What follows belongs to an exercise in optimizing a design on an open flow for small area, a short achievable clock period and few clock cycles; a production flow would make more cautious choices. Only simulation tests tie the RTL to the original design; equivalence was not proved. Power is estimated from default activity; no workload was simulated.

the baseline:
## job_record_list_insert_search_delete
module job_record_list_insert_search_delete #(
    parameter int unsigned DEPTH = jrl_pkg::DEPTH_DEF
) (
    input  logic          i_clk,
    input  logic          i_rst_n,
    input  logic          start,
    input  logic [110:0]  i_req,
    output logic          busy,
    output logic          o_done,
    output logic [110:0]  o_rsp
);
Size: roughly 4,800 cells after synthesis, ~230 I/O pins.
clock: 6.0 ns
lec_check: 0
cap_margin: 20
core_margin: 2
core_utilization: 60
cts_cluster_diameter: 100
cts_cluster_size: 30
setup_slack_margin: 3.5
slew_margin: 20
run.sh (not shown) runs the stock make flow with config.mk's settings and CLKGATE_MAP_FILE= SYNTH_SCRIPT=/design/flow/synth_recipe.tcl, a recipe that flattens the netlist after the stock synthesis.
Testbench counts of the baseline, summed over its fixed seeds: cycles 4,824.
Modified inputs, the candidate compared to the baseline
# the baseline
export LEC_CHECK = 0
export CAP_MARGIN = 20
export CORE_MARGIN = 2
export CORE_UTILIZATION = 60
export CTS_CLUSTER_DIAMETER = 100
export CTS_CLUSTER_SIZE = 30
export SETUP_SLACK_MARGIN = 3.5
export SLEW_MARGIN = 20
create_clock -name core_clock -period 6.0 [get_ports {i_clk}]
# the candidate
export LEC_CHECK = 0
export CAP_MARGIN = 20
export CORE_MARGIN = 2
export CORE_UTILIZATION = 60
export CTS_CLUSTER_DIAMETER = 100
export CTS_CLUSTER_SIZE = 22
export SETUP_SLACK_MARGIN = 3.5
export SLEW_MARGIN = 20
create_clock -name core_clock -period 6.0 [get_ports {i_clk}]
--- outcome ---
From the baseline to the candidate the numbers moved as follows: design area up 570 µm²; final wirelength flat; total power draw up 3.3%; post-layout minimum cycle time up 0.049 ns.
Per the comparison of the candidate with the baseline, initial antenna violation count picked up an extra 1; least setup slack across all paths after layout lost 0.049 ns; synthesized-area fraction occupied by ao, oa, aoi and oai cells neither gained nor lost much; portion of total power attributed to combinational logic neither gained nor lost much; number of cells in the finished layout apart from fillers picked up an extra about 0.7%.

* * *

rev 12:
Another version of the RTL of job_record_list_insert_search_delete (not shown whole).
Size in the first run: ~2100 flip-flops, ~230 I/O pins.
==> flow/design.v (excerpt) <==
module job_record_list_insert_search_delete #(
    parameter int unsigned DEPTH = jrl_pkg::DEPTH_DEF
) (
    input  logic          i_clk,
    input  logic          i_rst_n,
    input  logic          start,
    input  logic [110:0]  i_req,
    output logic          busy,
    output logic          o_done,
    output logic [110:0]  o_rsp
);
    localparam int unsigned AW   = (DEPTH > 1) ? $clog2(DEPTH) : 1;
    localparam int unsigned CW   = $clog2(DEPTH + 1);
    localparam int unsigned DW   = 96;
    logic               r1_v;
    logic [1:0]         r1_cmd;
    logic [DEPTH-1:0]   r1_from;     
    logic [7:0]         r1_job_id;
    logic [DW-1:0]      r1_data;
    logic [DEPTH-1:0]   r1_aoa;      
    logic               r1_badpos;   
    logic               r1_full;     
    logic               r1_ins;      
    logic               r1_srch;     
    logic               r1_del;      
    logic [DEPTH-1:0]   r1_we;       
    logic [7:0]         r_id  [0:DEPTH-1];
    logic [AW-1:0]      r_map [0:DEPTH-1];
    logic [CW-1:0]      r_count;
    logic [DEPTH-1:0]   r_live;      
    logic [DEPTH-1:0]   r_fr0;       
    logic [DEPTH-1:0]   r_fr1;       
    logic               r2_v;
    logic [1:0]         r2_status;
    logic               r2_hit;
    logic [DEPTH-1:0]   r2_sel;      
    logic [7:0]         r2_job_id;
    logic               r3_v;
    jrl_pkg::t_rsp      r3_rsp;
    logic [DW-1:0]      rdata;
    logic [DEPTH-1:0]   rsel;
    logic               is_srch;
    logic               is_del;
  ...
==> flow/config.mk <==
export PLATFORM = sky130hd
export DESIGN_NAME = job_record_list_insert_search_delete
export DESIGN_NICKNAME = job_record_list_insert_search_delete
export VERILOG_FILES = /design/flow/design.v
export SDC_FILE = /design/flow/constraint.sdc
export NUM_CORES = 4
export LEC_CHECK = 0
export CAP_MARGIN = 20
export CORE_MARGIN = 2
export CORE_UTILIZATION = 72
export CTS_CLUSTER_DIAMETER = 100
export CTS_CLUSTER_SIZE = 26
export SETUP_SLACK_MARGIN = 3.5
export SLEW_MARGIN = 20
==> flow/constraint.sdc <==
create_clock -name core_clock -period 6.0 [get_ports {i_clk}]
set_input_delay 1.2000 -clock core_clock [delete_from_list [all_inputs] [get_ports {i_clk}]]
set_output_delay 1.2000 -clock core_clock [all_outputs]
set_load 0.01 [all_outputs]
Testbench counts of rev 12, summed over its fixed seeds: cycles 4,824.
Here is what was changed in the inputs of rev 13 compared with rev 12.
==> flow/flow/run.sh (new file) <==
#!/bin/bash
# The standard layout (the standard.sh, synthesis included, unchanged),
# except that the port buffers it inserts are buf_2 cells rather than the
# delay cells buffer_ports picks by default. Every port still gets its buffer.
# make's output goes to standard.log; each ORFS step keeps its own log under
# orfs/logs/.
set -euo pipefail
export BUFFER_PORTS_ARGS="-buffer_cell sky130_fd_sc_hd__buf_2"
bash standard.sh > standard.log 2>&1
==> flow/standard.sh (new file) <==
#!/bin/bash
# synth_recipe.tcl (not shown) runs the flow's synth.tcl, then flattens the netlist and writes it again
# the make line also repeats each setting of config.mk as NAME=value (left out here)
make -C /OpenROAD-flow-scripts/flow DESIGN_CONFIG=/design/flow/config.mk WORK_HOME=/design/flow/orfs CLKGATE_MAP_FILE= SYNTH_SCRIPT=/design/flow/synth_recipe.tcl "${@:-finish}"
removed: flow/run.sh
--- outcome ---
Setup slack: rev 13 more than rev 12. Against rev 12, vias after detailed routing in rev 13 came out better. Of rev 13 and rev 12, the lower diode insertion count for antenna repair belongs to rev 12. Number of clock-tree buffers in the layout: rev 13 lower than rev 12.

==> what the ideal ports hide <==
The results above use ideal ports. As a check the final layouts listed here were re-extracted and re-timed, cells and wires unchanged.
Step 1, drivers: a clkbuf_16 drives i_clk and a buf_2 each remaining input, both assumed.
Step 2 adds t to the input delays and takes it off the output delays; t is the mean of the earliest and latest rising clock arrival at the registers after step 1. Input paths then give back, and output paths get back, about the clock's delay inside the block.
a / b / c = no drivers / after step 1 / after step 2; a / b = the first two.
| run | t, ns | slack for setup (ns) | worst hold slack (ns) | worst register clock-pin slew, ns | worst slew at a driven data input, ns |
|---|---|---|---|---|---|
| the baseline | 0.788 | 3.507 / 3.458 / 2.770 | 0.340 / 0.340 / 0.340 | 0.12 / 0.12 | 0.14 |
| the candidate | 0.827 | 3.458 / 3.460 / 2.667 | 0.333 / 0.333 / 0.333 | 0.10 / 0.10 | 0.15 |
| rev 12 | 0.790 | 3.384 / 3.384 / 2.717 | 0.336 / 0.336 / 0.336 | 0.11 / 0.11 | 0.17 |
| rev 13 | 0.803 | 3.436 / 3.431 / 2.636 | 0.335 / 0.335 / 0.335 | 0.12 / 0.12 | 0.18 |
After both steps every run listed still meets setup and hold. The setup slack of rev 13, which loses most, moves by -0.005 ns with the drivers and by -0.800 ns with both steps.
